This design comes from an exercise in tuning for small area on the open sky130 flow, not from production work.
Where RTL was checked, it was by simulation tests only, not by an equivalence proof against the original.

red:
Design alu_datapath, start of the top module:
module alu_datapath (
	input  wire        clock,
	input  wire        rst_n,
	input  wire [31:0] bus,
	input  wire        y_in,
	input  wire        start,
	input  wire [3:0]  op,
	output wire [31:0] z_hi,
	output wire [31:0] z_lo,
	output reg         done,
	output wire        busy
);
==> module alu_datapath, before the edit <==
module alu_datapath (
	input  wire        clock,
	input  wire        rst_n,
	input  wire [31:0] bus,
	input  wire        y_in,
	input  wire        start,
	input  wire [3:0]  op,
	output wire [31:0] z_hi,
	output wire [31:0] z_lo,
	output reg         done,
	output wire        busy
);
	localparam [2:0] PH_IDLE = 3'd0;
	localparam [2:0] PH_PRE = 3'd4;
	localparam [2:0] PH_MAIN = 3'd1;
	localparam [2:0] PH_FIX1 = 3'd6;
	localparam [2:0] PH_FIX2 = 3'd7;
	localparam [2:0] PH_POST = 3'd3;
	localparam [2:0] PH_ZL = 3'd2;
	localparam [2:0] PH_SH = 3'd5;
	reg [31:0] y_q;
	reg [63:0] z_q;
	reg [2:0]  ph;
	reg [4:0]  cnt;
	reg [3:0]  op_q;
	reg [31:0] a;
	reg [31:0] q;
	reg [31:0] m;
	reg        c;
	reg        ys;
	assign z_hi = z_q[63:32];
	assign z_lo = z_q[31:0];
	assign busy = (ph != PH_IDLE);
	wire idle = (ph == PH_IDLE);
	wire p_pre  = (ph == PH_PRE);
	wire p_main = (ph == PH_MAIN);
	wire p_fix1 = (ph == PH_FIX1);
	wire p_fix2 = (ph == PH_FIX2);
	wire p_post = (ph == PH_POST);
	wire p_zl   = (ph == PH_ZL);
	wire p_sh   = (ph == PH_SH);
	wire cnt0  = (cnt == 5'd0);
	wire cnt31 = (cnt == 5'd31);
	wire o3 = op_q[3];
	wire o2 = op_q[2];
	wire o1 = op_q[1];
	wire o0 = op_q[0];
	wire o_mul  = ~o3 & o2 & o1 & ~o0;
	wire o_div  = ~o3 & o2 & o1 & o0;
	wire o_ldb  = ~o3 & ~o1;                        
	wire o_neg  = ~o3 & ~o2 & o1;                   
	wire o_sub  = ~o3 & o2 & ~o1 & o0;
	wire o_andc = (~o2 & ~o1 & ~o0) | (o3 & o2);    
	wire o_orc  = ~o2 & o0 & (o3 == o1);            
	wire o_sra  = o3 & ~o2 & ~o1 & o0;
	wire o_left = o2 | (o1 & ~o0);                  
	wire i_mul   = (op == 4'd6);
	wire i_div   = (op == 4'd7);
	wire i_shift = op[3] & (~op[2] | (~op[1] & ~op[0]));
	wire i_c0    = (op == 4'd5) | (op == 4'd2);     
	wire nz = |a[31:0];
	wire dinv = ~c ^ m[31];
	wire en = p_main ? (o0 | q[0]) :
	          p_fix1 ? c :
	          p_fix2 ? (ys & nz) :
	          (p_post & cnt31 & o_ldb);
	wire inv = p_main ? (o0 ? dinv : (cnt0 & q[0])) :
	           (p_fix1 | p_fix2) ? dinv :
	           (p_pre & q[31]);
	wire cin = inv & ~p_pre;
	localparam integer SPL = 16;
	wire [31:0] bop = (m & {32{en}}) ^ {32{inv}};
	wire [31:0] s;
	wire [31:0] u;
	wire [32:0] cy;
	wire [31:SPL] pp;
	assign cy[0] = cin;
	genvar gi;
	generate
		for (gi = 0; gi < 32; gi = gi + 1) begin : g_add
			wire ci = (gi == SPL) ? 1'b0 : cy[gi];
			assign u[gi] = a[gi] ^ bop[gi] ^ ci;
			assign cy[gi+1] = (a[gi] & bop[gi]) | (a[gi] & ci) | (bop[gi] & ci);
			if (gi < SPL) begin : g_lo
				assign s[gi] = u[gi];
			end else begin : g_hi
				if (gi == SPL) begin : g_p0
					assign pp[gi] = 1'b1;
				end else begin : g_pn
					assign pp[gi] = pp[gi-1] & u[gi-1];
				end
				assign s[gi] = u[gi] ^ (cy[SPL] & pp[gi]);
			end
		end
	endgenerate
	wire s32 = (a[31] & bop[31]) | (a[31] & s[31]) | (bop[31] & s[31]);
	wire s0g  = s[0] & ~o_div;
	wire sx   = q[0] ^ (o_neg | (o_div & ys));
	wire sy   = s0g ^ o_sub;
	wire ssum = sx ^ sy ^ c;
	wire scar = (sx & sy) | (sx & c) | (sy & c);
	wire f = p_main ? s[0] :
	         (p_sh & o_sra) ? q[31] :
	         o_andc ? (q[0] & s0g) :
	         (o_orc | p_fix2) ? (q[0] | s0g) : ssum;
	wire lfill = p_main ? ~s[31] : (q[31] & ~(p_sh & o1));
	wire q_sr = (p_main & ~o0) | p_post | p_fix2 | (p_sh & ~o_left);
	wire q_sl = (p_main & o0) | p_pre | p_fix1 | (p_sh & o_left);
	wire a_r  = (p_main & ~o0) | (p_post & ~o_div);
	wire a_l  = (p_main & o0 & ~cnt0) | p_pre;
	wire a_sr = a_r;
	wire a_sl = a_l;
	wire a_su = ~idle & ~a_r & ~a_l;
	wire q_ld = idle;
	wire q_rr = q_sr;
	wire q_ll = q_sl;
	wire [31:0] a_rsrc = {s32 & o_mul, s[31:1]};
	wire [31:0] a_lsrc = {s[30:0], q[31]};
	wire [31:0] a_nxt = ({32{a_sr}} & a_rsrc) | ({32{a_sl}} & a_lsrc) | ({32{a_su}} & s);
	wire [31:0] q_nxt = ({32{q_ld}} & y_q) | ({32{q_rr}} & {f, q[31:1]}) | ({32{q_ll}} & {q[30:0], lfill});
	always @(posedge clock) begin
		a <= a_nxt;
		q <= q_nxt;
		if (idle) begin
			m <= bus;
			op_q <= op;
		end
	end
	wire nq = m[31] | (ys & ~q[0]);
	always @(posedge clock) begin
		if (idle)
			c <= i_c0;
		else if (p_fix2)
			c <= nq ^ (ys & nz);
		else if (p_pre | (p_main & o0) | p_fix1)
			c <= s[31];
		else
			c <= scar;
		if (p_pre)
			ys <= q[31];
		else if (p_fix2)
			ys <= nq;
	end
	always @(posedge clock or negedge rst_n) begin
		if (!rst_n) begin
			ph <= PH_IDLE;
		end else begin
			case (ph)
				PH_IDLE: if (start) ph <= i_shift ? PH_SH : (i_mul ? PH_MAIN : (i_div ? PH_PRE : PH_POST));
				PH_PRE:  ph <= PH_MAIN;
				PH_MAIN: if (cnt0) ph <= o0 ? PH_FIX1 : PH_ZL;
				PH_FIX1: ph <= PH_FIX2;
				PH_FIX2: ph <= PH_POST;
				PH_POST: if (cnt0) ph <= PH_ZL;
				PH_ZL:   ph <= PH_IDLE;
				default: if (cnt0) ph <= PH_IDLE;
			endcase
		end
	end
	always @(posedge clock) begin
		if (idle)
			cnt <= i_shift ? bus[4:0] : {5{~i_div}};
		else if (~(p_fix1 | p_fix2))
			cnt <= cnt - 5'd1;
	end
	wire zl_next = (p_main & cnt0 & ~o0) | (p_post & cnt0) |
	               (idle & start & i_shift & (bus[4:0] == 5'd0)) |
	               (p_sh & (cnt == 5'd1));
	reg zl;
	reg zln;
	always @(posedge clock or negedge rst_n) begin
		if (!rst_n)
			zl <= 1'b0;
		else
			zl <= zl_next;
	end
	always @(posedge clock)
		zln <= ~zl_next;
	always @(posedge clock or negedge rst_n) begin
		if (!rst_n)
			y_q <= 32'd0;
		else if (y_in)
			y_q <= bus;
	end
	always @(posedge clock or negedge rst_n) begin
		if (!rst_n) begin
			z_q <= 64'd0;
			done <= 1'b0;
		end else begin
			done <= zl;
			z_q <= ({64{zl}} & {a[31:0], q}) | ({64{zln}} & z_q);
		end
	end
endmodule
clock: 13.0 ns
lec_check: 0
abc_area: 1
cap_margin: 0
core_margin: 2
core_utilization: 40
gpl_timing_driven: 0
slew_margin: 0
standard.sh (not shown) runs the stock make flow with config.mk's settings and CLKGATE_MAP_FILE= SYNTH_SCRIPT=/design/flow/synth_recipe.tcl, a recipe that flattens the netlist after the stock synthesis.
==> flow/flow/run.sh <==
#!/bin/bash
# The standard layout (standard.sh) with these changes:
#  - ABC maps the logic for area (&nf -a) instead of delay; timing is
#    repaired by OpenROAD later in the flow, as usual;
#  - every I/O port is buffered by the smallest buffer (buf_1);
#  - CTS inserts no dummy loads.
# Each tool's output goes to the ORFS logs under orfs/logs; this script's
# own output goes to run.log.
set -o pipefail
exec > run.log 2>&1
cp -r "$FLOW_HOME/scripts" ./scripts_area
printf '&get -n\n&st\n&dch\n&nf -a\n&put\n' > ./scripts_area/abc_area.script
export SCRIPTS_DIR="$PWD/scripts_area"
export BUFFER_PORTS_ARGS="-buffer_cell sky130_fd_sc_hd__buf_1"
export CTS_ARGS="-sink_clustering_enable -repair_clock_nets -buf_list sky130_fd_sc_hd__clkbuf_8 -sink_clustering_size 16 -sink_clustering_max_diameter 60 -dont_use_dummy_load"
export REMOVE_ABC_BUFFERS=1
bash standard.sh
--- input diff red..blue ---
--- a/flow/design.v
+++ b/flow/design.v
@@ -108,11 +108,11 @@
 	          (p_post & cnt31 & o_ldb);
 	wire inv = p_main ? (o0 ? dinv : (cnt0 & q[0])) :
 	           (p_fix1 | p_fix2) ? dinv :
 	           (p_pre & q[31]);
 	wire cin = inv & ~p_pre;
-	localparam integer SPL = 16;
+	localparam integer SPL = 20;
 	wire [31:0] bop = (m & {32{en}}) ^ {32{inv}};
 	wire [31:0] s;
 	wire [31:0] u;
 	wire [32:0] cy;
 	wire [31:SPL] pp;
[summary]
- Master of the slowest instance on the critical path = nor3b_1: red; master of the slowest instance on the critical path = nor4_1: blue
- Adder and majority gate portion of the synthesized area across red and blue: no real change.
- Across both runs, longest individual stage delay on the worst path was lower for blue than for red.
- blue against red; initial detailed-routing violation count is down by a few percent.
- Against red, blue comes in 0.31 points higher on area added between synthesis and finish.
- Share of the clock period used by the worst path is lower on red
- blue vs. red: global routing usage on met3 went up by 0.44 points.
- Final period demand of the worst path ended up 1.50 ns higher on blue than on red.
- blue has x dimension of the die below what red had.
- In the reports for red and blue, the smaller instance area after placement belongs to blue.
- In blue, register share of the cell area is higher than in red.
- Core utilization: lower on red
- Against red, blue comes in 2.9% lower on number of global-route vias before repair.
The RTL of red was laid out without a check of its function.

========
## lane 5
The RTL this note starts from:
==> flow/design.v <==
`default_nettype none
package alu_types_pkg;
	typedef logic [32-1:0] word_t;
	typedef logic [2*32-1:0] dword_t;
	typedef enum logic [3:0] {
		OP_AND  = 4'd0,
		OP_OR   = 4'd1,
		OP_NEG  = 4'd2,
		OP_NOT  = 4'd3,
		OP_ADD  = 4'd4,
		OP_SUB  = 4'd5,
		OP_MUL  = 4'd6,
		OP_DIV  = 4'd7,
		OP_SHR  = 4'd8,
		OP_SHRA = 4'd9,
		OP_SHL  = 4'd10,
		OP_ROR  = 4'd11,
		OP_ROL  = 4'd12
	} alu_op_t;
	typedef struct packed {
		alu_op_t op;
		word_t   y;
		word_t   b;
	} operand_s;
endpackage
`default_nettype wire
`default_nettype none
package alu_ctrl_pkg;
	typedef enum logic [1:0] {
		DIV_IDLE,
		DIV_PREP,
		DIV_ITER,
		DIV_FIX
	} div_state_t;
	typedef struct packed {
		logic [32-1:0] hi;
		logic [32-1:0] lo;
	} result_s;
endpackage
`default_nettype wire
`timescale 1ns/1ps
`default_nettype none
module alu_datapath (
	input  wire        clock,
	input  wire        rst_n,
	input  wire [31:0] bus,
	input  wire        y_in,
	input  wire        start,
	input  wire [3:0]  op,
	output wire [31:0] z_hi,
	output wire [31:0] z_lo,
	output reg         done,
	output wire        busy
);
	localparam [2:0] PH_IDLE = 3'd0;
	localparam [2:0] PH_PRE = 3'd4;
	localparam [2:0] PH_MAIN = 3'd1;
	localparam [2:0] PH_FIX1 = 3'd6;
	localparam [2:0] PH_FIX2 = 3'd7;
	localparam [2:0] PH_POST = 3'd3;
	localparam [2:0] PH_ZL = 3'd2;
	localparam [2:0] PH_SH = 3'd5;
	wire [31:0] y_q;
	wire [63:0] z_q;
	reg [2:0]  ph;
	reg [4:0]  cnt;
	wire [3:0]  op_q;
	reg [31:0] a;
	reg [31:0] q;
	wire [31:0] m;
	reg        c;
	reg        ys;
	assign z_hi = z_q[63:32];
	assign z_lo = z_q[31:0];
	assign busy = (ph != PH_IDLE);
	wire idle = (ph == PH_IDLE);
	wire p_pre  = (ph == PH_PRE);
	wire p_main = (ph == PH_MAIN);
	wire p_fix1 = (ph == PH_FIX1);
	wire p_fix2 = (ph == PH_FIX2);
	wire p_post = (ph == PH_POST);
	wire p_zl   = (ph == PH_ZL);
	wire p_sh   = (ph == PH_SH);
	wire cnt0  = (cnt == 5'd0);
	wire cnt29 = (cnt == 5'd29);
	wire cnt30 = (cnt == 5'd30);
	wire o3 = op_q[3];
	wire o2 = op_q[2];
	wire o1 = op_q[1];
	wire o0 = op_q[0];
	wire o_mul  = ~o3 & o2 & o1 & ~o0;
	wire o_div  = ~o3 & o2 & o1 & o0;
	wire o_ldb  = ~o3 & ~o1;                        
	wire o_neg  = ~o3 & ~o2 & o1;                   
	wire o_sub  = ~o3 & o2 & ~o1 & o0;
	wire o_andc = (~o2 & ~o1 & ~o0) | (o3 & o2);    
	wire o_orc  = ~o2 & o0 & (o3 == o1);            
	wire o_sra  = o3 & ~o2 & ~o1 & o0;
	wire o_left = o2 | (o1 & ~o0);                  
	wire i_mul   = (op == 4'd6);
	wire i_div   = (op == 4'd7);
	wire i_shift = op[3] & (~op[2] | (~op[1] & ~op[0]));
	wire i_c0    = (op == 4'd5) | (op == 4'd2);     
	wire nz = |a[31:0];
	wire dinv = ~c ^ m[31];
	wire en = p_main ? (o0 | q[0]) :
	          p_fix1 ? c :
	          p_fix2 ? (ys & nz) :
	          (p_post & cnt29 & o_ldb);
	wire inv = p_main ? (o0 ? dinv : (cnt0 & q[0])) :
	           (p_fix1 | p_fix2) ? dinv :
	           (p_pre & q[31]);
	wire cin = inv & ~p_pre;
	localparam integer SPL = 20;
	wire b_one  = en ^ inv;
	wire [31:0] bop;
	genvar bi;
	generate
		for (bi = 0; bi < 32; bi = bi + 1) begin : g_bop
			assign bop[bi] = m[bi] ? b_one : inv;
		end
	endgenerate
	wire [31:0] s;
	wire [31:0] u;
	wire [32:0] cy;
	wire [31:SPL] pp;
	assign cy[0] = cin;
	genvar gi;
	generate
		for (gi = 0; gi < 32; gi = gi + 1) begin : g_add
			wire ci = (gi == SPL) ? 1'b0 : cy[gi];
			assign u[gi] = a[gi] ^ bop[gi] ^ ci;
			assign cy[gi+1] = (a[gi] & bop[gi]) | (a[gi] & ci) | (bop[gi] & ci);
			if (gi < SPL) begin : g_lo
				assign s[gi] = u[gi];
			end else begin : g_hi
				if (gi == SPL) begin : g_p0
					assign pp[gi] = 1'b1;
				end else begin : g_pn
					assign pp[gi] = pp[gi-1] & u[gi-1];
				end
				assign s[gi] = u[gi] ^ (cy[SPL] & pp[gi]);
			end
		end
	endgenerate
	wire s32 = (a[31] & bop[31]) | (a[31] & s[31]) | (bop[31] & s[31]);
	wire s0g  = s[0] & ~o_div;
	wire sx   = q[0] ^ (o_neg | (o_div & ys));
	wire sy   = s0g ^ o_sub;
	wire ssum = sx ^ sy ^ c;
	wire scar = (sx & sy) | (sx & c) | (sy & c);
	wire f = p_main ? s[0] :
	         (p_sh & o_sra) ? q[31] :
	         o_andc ? (q[0] & s0g) :
	         (o_orc | p_fix2) ? (q[0] | s0g) : ssum;
	wire lfill = p_main ? ~s[31] : (q[31] & ~(p_sh & o1));
	wire q_sr = (p_main & ~o0) | p_post | p_fix2 | (p_sh & ~o_left);
	wire q_sl = (p_main & o0) | p_pre | p_fix1 | (p_sh & o_left);
	wire a_r  = (p_main & ~o0) | (p_post & ~o_div);
	wire a_l  = (p_main & o0 & ~cnt0) | p_pre;
	wire a_sr = a_r;
	wire a_sl = a_l;
	wire a_su = ~idle & ~a_r & ~a_l;
	wire q_ld = idle;
	wire q_rr = q_sr;
	wire q_ll = q_sl;
	wire [31:0] a_rsrc = {s32 & o_mul, s[31:1]};
	wire [31:0] a_lsrc = {s[30:0], q[31]};
	wire [31:0] a_nxt = ({32{a_sr}} & a_rsrc) | ({32{a_sl}} & a_lsrc) | ({32{a_su}} & s);
	wire [31:0] q_nxt = ({32{q_ld}} & y_q) | ({32{q_rr}} & {f, q[31:1]}) | ({32{q_ll}} & {q[30:0], lfill});
	hold_reg #(.W(36)) u_m (
		.clock (clock),
		.ld    (idle),
		.ld_n  (busy),
		.d     ({op, bus}),
		.q     ({op_q, m})
	);
	always @(posedge clock) begin
		a <= a_nxt;
		q <= q_nxt;
	end
	wire nq = m[31] | (ys & ~q[0]);
	always @(posedge clock) begin
		if (idle)
			c <= i_c0;
		else if (p_fix2)
			c <= nq ^ (ys & nz);
		else if (p_pre | (p_main & o0) | p_fix1)
			c <= s[31];
		else
			c <= scar;
		if (p_pre)
			ys <= q[31];
		else if (p_fix2)
			ys <= nq;
	end
	always @(posedge clock or negedge rst_n) begin
		if (!rst_n) begin
			ph <= PH_IDLE;
		end else begin
			case (ph)
				PH_IDLE: if (start) ph <= i_shift ? PH_SH : (i_mul ? PH_MAIN : (i_div ? PH_PRE : PH_POST));
				PH_PRE:  ph <= PH_MAIN;
				PH_MAIN: if (cnt0) ph <= o0 ? PH_FIX1 : PH_ZL;
				PH_FIX1: ph <= PH_FIX2;
				PH_FIX2: ph <= PH_POST;
				PH_POST: if (cnt30) ph <= PH_ZL;
				PH_ZL:   ph <= PH_IDLE;
				default: if (cnt0) ph <= PH_IDLE;
			endcase
		end
	end
	always @(posedge clock) begin
		if (idle)
			cnt <= i_shift ? bus[4:0] : {~i_div, ~i_div, ~i_div, ~i_div & i_mul, ~i_div};
		else
			cnt <= cnt - 5'd1;
	end
	wire zl = p_zl | (p_sh & cnt0);
	wire zl_n = ~zl;
	wire y_in_n = ~y_in;
	hold_reg_ar #(.W(32)) u_y (
		.clock (clock),
		.rst_n (rst_n),
		.ld    (y_in),
		.ld_n  (y_in_n),
		.d     (bus),
		.q     (y_q)
	);
	hold_reg_ar #(.W(64)) u_z (
		.clock (clock),
		.rst_n (rst_n),
		.ld    (zl),
		.ld_n  (zl_n),
		.d     ({a, q}),
		.q     (z_q)
	);
	always @(posedge clock or negedge rst_n) begin
		if (!rst_n)
			done <= 1'b0;
		else
			done <= zl;
	end
endmodule
module hold_reg #(
	parameter integer W = 1
) (
	input  wire         clock,
	input  wire         ld,
	input  wire         ld_n,
	input  wire [W-1:0] d,
	output reg  [W-1:0] q
);
	always @(posedge clock)
		q <= ({W{ld}} & d) | ({W{ld_n}} & q);
endmodule
module hold_reg_ar #(
	parameter integer W = 1
) (
	input  wire         clock,
	input  wire         rst_n,
	input  wire         ld,
	input  wire         ld_n,
	input  wire [W-1:0] d,
	output reg  [W-1:0] q
);
	always @(posedge clock or negedge rst_n) begin
		if (!rst_n)
			q <= {W{1'b0}};
		else
			q <= ({W{ld}} & d) | ({W{ld_n}} & q);
	end
endmodule
`default_nettype wire
export LEC_CHECK = 0
export ABC_AREA = 1
export CAP_MARGIN = 0
export CORE_MARGIN = 2
export CORE_UTILIZATION = 55
export GPL_TIMING_DRIVEN = 0
export SLEW_MARGIN = 0
export SYNTH_HIERARCHICAL = 1
create_clock -name core_clock -period 13.0 [get_ports {clock}]
==> flow/flow/run.sh <==
#!/bin/bash
# The standard layout (standard.sh) with these changes:
#  - ABC maps the logic for area (&nf -a) instead of delay; timing is
#    repaired by OpenROAD later in the flow, as usual;
#  - every I/O port is buffered by the smallest buffer (buf_1);
#  - CTS inserts no dummy loads.
# Each tool's output goes to the ORFS logs under orfs/logs; this script's
# own output goes to run.log.
set -o pipefail
exec > run.log 2>&1
cp -r "$FLOW_HOME/scripts" ./scripts_area
printf '&get -n\n&st\n&dch -f\n&nf -a -R 1000\n&put\n' > ./scripts_area/abc_area.script
export SCRIPTS_DIR="$PWD/scripts_area"
export BUFFER_PORTS_ARGS="-buffer_cell sky130_fd_sc_hd__buf_1"
export CTS_ARGS="-sink_clustering_enable -repair_clock_nets -buf_list sky130_fd_sc_hd__clkbuf_8 -sink_clustering_size 16 -sink_clustering_max_diameter 60 -dont_use_dummy_load"
export REMOVE_ABC_BUFFERS=1
bash standard.sh
Setup changes, lane 5 to lane 3
--- a/flow/design.v
+++ b/flow/design.v
@@ -162,5 +162,5 @@
 	wire a_sl = a_l;
 	wire a_su = ~idle & ~a_r & ~a_l;
-	wire q_ld = idle;
+	wire q_ld = idle & y_ok;
 	wire q_rr = q_sr;
 	wire q_ll = q_sl;
@@ -220,7 +220,6 @@
 	wire zl_n = ~zl;
 	wire y_in_n = ~y_in;
-	hold_reg_ar #(.W(32)) u_y (
+	hold_reg #(.W(32)) u_y (
 		.clock (clock),
-		.rst_n (rst_n),
 		.ld    (y_in),
 		.ld_n  (y_in_n),
@@ -228,4 +227,11 @@
 		.q     (y_q)
 	);
+	reg y_ok;
+	always @(posedge clock or negedge rst_n) begin
+		if (!rst_n)
+			y_ok <= 1'b0;
+		else if (y_in)
+			y_ok <= 1'b1;
+	end
 	hold_reg_ar #(.W(64)) u_z (
 		.clock (clock),
==> summary.txt <==
Summary of lane 3 over lane 5: met1 usage in global routing now sits higher; number of vias in the routed layout now sits at about the same level.
Lane 3 vs lane 5 on die area: lane 3 is the lower one.
Looking at capturing element of the worst setup path, the q[0]$_DFF_P_ result is from lane 5; the a[21]$_DFF_P_ one comes from lane 3.
In lane 3, the final cell count came out 1.8% below the value in lane 5.
Compared with lane 5, in lane 3 utilization after layout fell by 0.52 points; all-layer global routing usage level; area of all placed cells without fillers went down about 1.6%; global route total overflow level.

## separate check: timing with driven ports
In the flow no input, the clock included, has a driving cell. The finished layouts below were timed again as built, in two steps. Step 1: set_driving_cell puts a clkbuf_16 on clock and a buf_2 on each other input, an assumption about the parent block. Step 2 times the ports against the registers' clock, not the clock port: input delays grow and output delays shrink by t, the midpoint of the rising clock arrivals with the driver on. a / b / c = ideal ports / drivers / drivers and shift; a / b = the first two.
run | t, ns | setup WS [ns] | worst setup path at the end | worst data-port slew with drivers (ns)
red | 0.533 | 2.319 / 2.319 / 2.319 | register to register | 0.06
blue | 0.534 | 0.821 / 0.821 / 0.821 | register to register | 0.07
lane 5 | 0.512 | 0.924 / 0.924 / 0.924 | register to register | 0.06
lane 3 | 0.518 | 1.325 / 1.325 / 1.325 | register to register | 0.05
After both steps setup and hold are still met in every run listed.
